Background: an optimization exercise with open tools, aiming at small area. Do not read the settings as production practice.
Only simulation tests tie the RTL to the original design; equivalence was not proved.
No driver is modelled on the clock port, so clocking that relies on it looks cheaper here than on a real chip.

==> inputs of build 93 <==
// dataPath
module dataPath (
    input  logic                   CLK,
    input  logic                   rstN_i,
    input  logic                   ctrlValid_i,
    input  dpTypesPkg::ctrlWord_t  ctrl_i,
    output dpTypesPkg::data_t      aluOut_o,
    output aluPkg::aluFlags_t      flags_o,
    output dpTypesPkg::addr_t      address_o,
    input  dpTypesPkg::data_t      memRdData_i,
    output logic                   memWe_o
);
==> module alu, before the edit <==
module alu (
    input  logic                 CLK,
    input  logic                 rstN_i,
    input  logic                 we_i,
    input  logic [3:0]           op_i,
    input  logic [7:0]           a_i,
    input  logic [7:0]           b_i,
    output logic [7:0]           result_o,
    output logic [3:0]           flags_o
);
    logic       zQ, cQ, nQ, oQ;
    logic       sub, arith, shl, shr, pass;
    logic [7:0] bx, s;
    logic [8:0] c;
    logic [3:0] tt;
    logic [7:0] lut;
    logic       lt, msbIn;
    logic       cNew;
    assign sub   = (op_i == 4'd5) | (op_i == 4'd6);
    assign arith = (op_i == 4'd4) | (op_i == 4'd5);
    assign shl   = (op_i == 4'd11) | (op_i == 4'd13);
    assign shr   = (op_i == 4'd12) | (op_i == 4'd14) | (op_i == 4'd15);
    assign pass  = ~(shl | shr);
    assign bx = b_i ^ {8{sub}};
    always_comb begin
        c[0] = sub;
        for (int i = 0; i < 8; i++) c[i+1] = (a_i[i] & bx[i]) | (a_i[i] & c[i]) | (bx[i] & c[i]);
    end
    assign lt = ~c[8];
    assign msbIn = ((op_i == 4'd14) & a_i[7]) | ((op_i == 4'd15) & cQ);
    assign s = ({8{pass}} & b_i) | ({8{shl}} & {a_i[6:0], 1'b0}) | ({8{shr}} & {msbIn, a_i[7:1]});
    always_comb begin
        case (op_i)
            4'd0:    tt = 4'b1100;
            4'd1:    tt = 4'b1010;
            4'd2:    tt = 4'b0011;
            4'd3:    tt = 4'b0101;
            4'd4:    tt = 4'b0110;
            4'd5:    tt = 4'b1001;
            4'd6:    tt = lt ? 4'b1010 : 4'b1100;
            4'd7:    tt = 4'b1000;
            4'd8:    tt = 4'b1110;
            4'd9:    tt = 4'b0111;
            4'd10:   tt = 4'b0110;
            default: tt = 4'b1010;
        endcase
    end
    assign lut = ({8{tt[3]}} & a_i & s) | ({8{tt[2]}} & a_i & ~s) | ({8{tt[1]}} & ~a_i & s) | ({8{tt[0]}} & ~a_i & ~s);
    assign result_o = lut ^ ({8{arith}} & c[7:0]);
    assign cNew = (arith & (c[8] ^ sub)) | (shl & a_i[7]) | (shr & a_i[0]) | (~(arith | shl | shr) & cQ);
    always_ff @(posedge CLK) begin
        if (!rstN_i) begin
            {zQ, cQ, nQ, oQ} <= '0;
        end else if (we_i) begin
            zQ <= (result_o == 8'd0);
            nQ <= result_o[7];
            cQ <= cNew;
            if (arith) oQ <= c[8] ^ c[7];
        end
    end
    assign flags_o = {zQ, cQ, nQ, oQ};
endmodule
==> flow/config.mk <==
export PLATFORM = sky130hd
export DESIGN_NAME = dataPath
export DESIGN_NICKNAME = dataPath
export VERILOG_FILES = /design/flow/design.v
export SDC_FILE = /design/flow/constraint.sdc
export NUM_CORES = 4
export LEC_CHECK = 0
export ABC_AREA = 1
export CAP_MARGIN = 20
export CORE_MARGIN = 2
export CORE_UTILIZATION = 55
export CTS_BUF_LIST = sky130_fd_sc_hd__clkbuf_4
export SLEW_MARGIN = 20
==> flow/constraint.sdc <==
create_clock -name core_clock -period 10.0 [get_ports {CLK}]
set_input_delay 2.0000 -clock core_clock [delete_from_list [all_inputs] [get_ports {CLK}]]
set_output_delay 2.0000 -clock core_clock [all_outputs]
set_load 0.01 [all_outputs]
standard.sh (not shown) runs the stock make flow with config.mk's settings and CLKGATE_MAP_FILE= SYNTH_SCRIPT=/design/flow/synth_recipe.tcl, a recipe that flattens the netlist after the stock synthesis.
==> flow/flow/run.sh <==
#!/bin/bash
# Own layout flow: the standard ORFS flow with these changes
#  - synthesis maps logic with an area-oriented ABC script (flow/abc_area_min.script)
#    instead of ORFS's abc_area.script, which also buffers and upsizes gates,
#    and without the weak _0 cells;
#    everything else in synthesis is the standard flow's own synth_recipe.tcl, so register
#    names and cells are those of the standard synthesis
#  - ports are buffered with sky130_fd_sc_hd__buf_1 (BUFFER_PORTS_ARGS)
#  - clock tree synthesis uses only sky130_fd_sc_hd__clkbuf_4 and no dummy
#    loads (CTS_ARGS); afterwards flow/post_cts.tcl upsizes to clkbuf_8 any
#    clock buffer whose flip-flop clock pins see a slew over 100 ps
#  - the rest is standard.sh unchanged
# Each tool's output goes to a log file of its own in this folder.
set -euo pipefail
W=$PWD
cat > "$W/own_synth.tcl" <<EOT
# synth_recipe.tcl with the ABC script swapped for flow/abc_area_min.script
proc abc {args} {
  set i [lsearch -exact \$args -script]
  if {\$i >= 0} { lset args [expr {\$i + 1}] $W/flow/abc_area_min.script }
  # the _0 cells are as large as the _1 ones but drive less
  lappend args -dont_use {sky130_fd_sc_hd__*_0}
  puts "own_synth: abc \$args"
  yosys abc {*}\$args
}
source $W/synth_recipe.tcl
EOT
sed "s#$W/synth_recipe.tcl#$W/own_synth.tcl#g" standard.sh > own_standard.sh
grep -q own_synth.tcl own_standard.sh
export CTS_ARGS="-sink_clustering_enable -repair_clock_nets -buf_list {sky130_fd_sc_hd__clkbuf_4} -dont_use_dummy_load"
export POST_CTS_TCL="$W/flow/post_cts.tcl"
export BUFFER_PORTS_ARGS="-buffer_cell sky130_fd_sc_hd__buf_1"
bash own_standard.sh synth > "$W/log_synth.txt" 2>&1
grep -q "own_synth: abc -script $W/flow/abc_area_min.script" orfs/logs/*/dataPath/base/1_2_yosys.log
bash own_standard.sh > "$W/log_layout.txt" 2>&1
test -s out/final.def
==> flow/flow/abc_area_min.script <==
strash
&get -n
&st
&dch
&nf -R 1000 -C 32
&put
mfs3 -ae
topo
Other scripts of this flow, unchanged in this note and not shown: flow/flow/post_cts.tcl
==> build 64 (differences from build 93) <==
--- a/flow/design.v
+++ b/flow/design.v
@@ -84,6 +84,7 @@
 endmodule
 `timescale 1ns/10ps
 `timescale 1ns/10ps
+`timescale 1ns/10ps
 module alu (
     input  logic                 CLK,
     input  logic                 rstN_i,
@@ -95,26 +96,31 @@
     output logic [3:0]           flags_o
 );
     logic       zQ, cQ, nQ, oQ;
-    logic       sub, arith, shl, shr, pass;
-    logic [7:0] bx, s;
+    logic       sub, arith, shl, shr;
+    logic [7:0] bx;
     logic [8:0] c;
+    logic [7:0] x;
     logic [3:0] tt;
     logic [7:0] lut;
-    logic       lt, msbIn;
-    logic       cNew;
+    logic       lt;
+    logic       cNew, oNew, cUpd, oUpd;
     assign sub   = (op_i == 4'd5) | (op_i == 4'd6);
     assign arith = (op_i == 4'd4) | (op_i == 4'd5);
     assign shl   = (op_i == 4'd11) | (op_i == 4'd13);
     assign shr   = (op_i == 4'd12) | (op_i == 4'd14) | (op_i == 4'd15);
-    assign pass  = ~(shl | shr);
     assign bx = b_i ^ {8{sub}};
     always_comb begin
         c[0] = sub;
-        for (int i = 0; i < 8; i++) c[i+1] = (a_i[i] & bx[i]) | (a_i[i] & c[i]) | (bx[i] & c[i]);
+        for (int i = 0; i < 8; i++) begin
+            c[i+1] = (a_i[i] ^ bx[i]) ? c[i] : a_i[i];
+        end
     end
     assign lt = ~c[8];
-    assign msbIn = ((op_i == 4'd14) & a_i[7]) | ((op_i == 4'd15) & cQ);
-    assign s = ({8{pass}} & b_i) | ({8{shl}} & {a_i[6:0], 1'b0}) | ({8{shr}} & {msbIn, a_i[7:1]});
+    always_comb begin
+        if (shl)      x = {a_i[6:0], 1'b0};
+        else if (shr) x = {(op_i == 4'd14) ? a_i[7] : (op_i == 4'd15) ? cQ : 1'b0, a_i[7:1]};
+        else          x = a_i;
+    end
     always_comb begin
         case (op_i)
             4'd0:    tt = 4'b1100;
@@ -128,20 +134,29 @@
             4'd8:    tt = 4'b1110;
             4'd9:    tt = 4'b0111;
             4'd10:   tt = 4'b0110;
-            default: tt = 4'b1010;
+            default: tt = 4'b1100;
         endcase
     end
-    assign lut = ({8{tt[3]}} & a_i & s) | ({8{tt[2]}} & a_i & ~s) | ({8{tt[1]}} & ~a_i & s) | ({8{tt[0]}} & ~a_i & ~s);
+    always_comb begin
+        for (int i = 0; i < 8; i++) lut[i] = (tt[3] & x[i] & b_i[i]) | (tt[2] & x[i] & ~b_i[i]) | (tt[1] & ~x[i] & b_i[i]) | (tt[0] & ~x[i] & ~b_i[i]);
+    end
     assign result_o = lut ^ ({8{arith}} & c[7:0]);
-    assign cNew = (arith & (c[8] ^ sub)) | (shl & a_i[7]) | (shr & a_i[0]) | (~(arith | shl | shr) & cQ);
+    always_comb begin
+        cUpd = arith | shl | shr;
+        oUpd = arith;
+        if (arith)    cNew = c[8] ^ sub;
+        else if (shl) cNew = a_i[7];
+        else          cNew = a_i[0];
+        oNew = c[8] ^ c[7];
+    end
     always_ff @(posedge CLK) begin
         if (!rstN_i) begin
             {zQ, cQ, nQ, oQ} <= '0;
         end else if (we_i) begin
             zQ <= (result_o == 8'd0);
             nQ <= result_o[7];
-            cQ <= cNew;
-            if (arith) oQ <= c[8] ^ c[7];
+            if (cUpd) cQ <= cNew;
+            if (oUpd) oQ <= oNew;
         end
     end
     assign flags_o = {zQ, cQ, nQ, oQ};
==> flow/flow/abc_area_min.script (replaced) <==
strash
&get -n
&st
&dch
&nf -R 1000 -C 32
&put
topo
--- a/flow/config.mk
+++ b/flow/config.mk
@@ -8,6 +8,6 @@
 export ABC_AREA = 1
 export CAP_MARGIN = 20
 export CORE_MARGIN = 2
-export CORE_UTILIZATION = 55
+export CORE_UTILIZATION = 65
 export CTS_BUF_LIST = sky130_fd_sc_hd__clkbuf_4
 export SLEW_MARGIN = 20
==> trial 98 (differences from build 93) <==
--- a/flow/config.mk
+++ b/flow/config.mk
@@ -8,6 +8,6 @@
 export ABC_AREA = 1
 export CAP_MARGIN = 20
 export CORE_MARGIN = 2
-export CORE_UTILIZATION = 55
+export CORE_UTILIZATION = 65
 export CTS_BUF_LIST = sky130_fd_sc_hd__clkbuf_4
 export SLEW_MARGIN = 20
==> qor.yml <==
status: "finished clean"
ff2ff_setup_slack_ns: 3.80
power_density_mw_per_mm2: 136
ys_seq_area_share_pct: 26.1
layout_common_cells: "nand2_1 (119), o21ai_1 (91), nor2_1 (71), buf_1 (67), xor2_1 (62)"
grt_max_degree: 32
fin_skew_ns: 0.0307
reg2reg_from: "gr[1][0]$_DFF_P_"
routed-wl-met3_mm: 1.50
ff2ff_path_depth: 20
inv_count: 12
synthSimpleGateAreaFrac_pct: 21.0
(the above is from trial 98)
==> qor.yml <==
ff2ff_setup_slack_ns: 4.61
power_density_mw_per_mm2: 111
fin_skew_ns: 0.0315
status: "finished clean"
synthSimpleGateAreaFrac_pct: 21.5
path_cells: "buf_1 -> nor3b_1 -> a222oi_1 -> o211a_1 -> mux2i_1 -> maj3_1 -> a21oi_1 -> maj3_1 -> maj3_1 -> o21a_1 -> a21oi_1 -> maj3_1 -> clkinv_1 -> nand2_1 -> o21ai_1 -> a21oi_1 -> a21oi_1 -> nor2_1 -> xor2_1 -> buf_1"
inv_count: 17
grt_max_degree: 34
cts_tree: "built"
ys_seq_area_share_pct: 25.3
ff2ff_path_depth: 21
(the above is from build 64)
==> qor.yml <==
status: "finished clean"
power_density_mw_per_mm2: 135
period_share_pct: 96.6
routed-wl-met3_mm: 1.07
synthSimpleGateAreaFrac_pct: 21.0
critical-path-max-stage-delay_ns: 0.45
placed_cells: 795
clk-insertion-delay-late_ns: 0.42
ys_seq_area_share_pct: 26.1
worst_slew_pin_slew_ns: 1.06
ff2ff_setup_slack_ns: 3.85
clock_power_w: 0.000143
inv_count: 12
leakage_nw: 1.67
relSlewSlack_pct: 29.0
ff2ff_path_depth: 20
reg2reg_from: "gr[1][0]$_DFF_P_"
grt_max_degree: 32
(the above is from build 93)

[port drivers added, routing unchanged]
Ports are ideal in the flow. The routed layouts listed here were re-timed in OpenROAD.
Step 1 sets driving cells, clkbuf_16 on the clock port and buf_2 on the other inputs (assumed; they add their load-dependent delay and slew).
Step 2, shift: input delay + t, output delay - t, t = (earliest + latest rising clock arrival at the registers) / 2. This alone moves slack from input paths to output paths.
a / b / c = ideal / step 1 / step 2; a / b = the first two.
| run | t (ns) | setup slack, ns | latest minus earliest clock arrival (ns) |
|---|---|---|---|
| build 93 | 0.434 | 0.341 / 0.319 / 0.319 | 0.029 / 0.029 |
| build 64 | 0.440 | 0.690 / 0.667 / 0.667 | 0.031 / 0.031 |
| trial 98 | 0.427 | 0.434 / 0.398 / 0.398 | 0.030 / 0.031 |
After both steps setup and hold are still met in every run listed. For trial 98, which loses most, drivers alone change the setup slack by -0.036 ns; drivers and shift together by -0.036 ns.
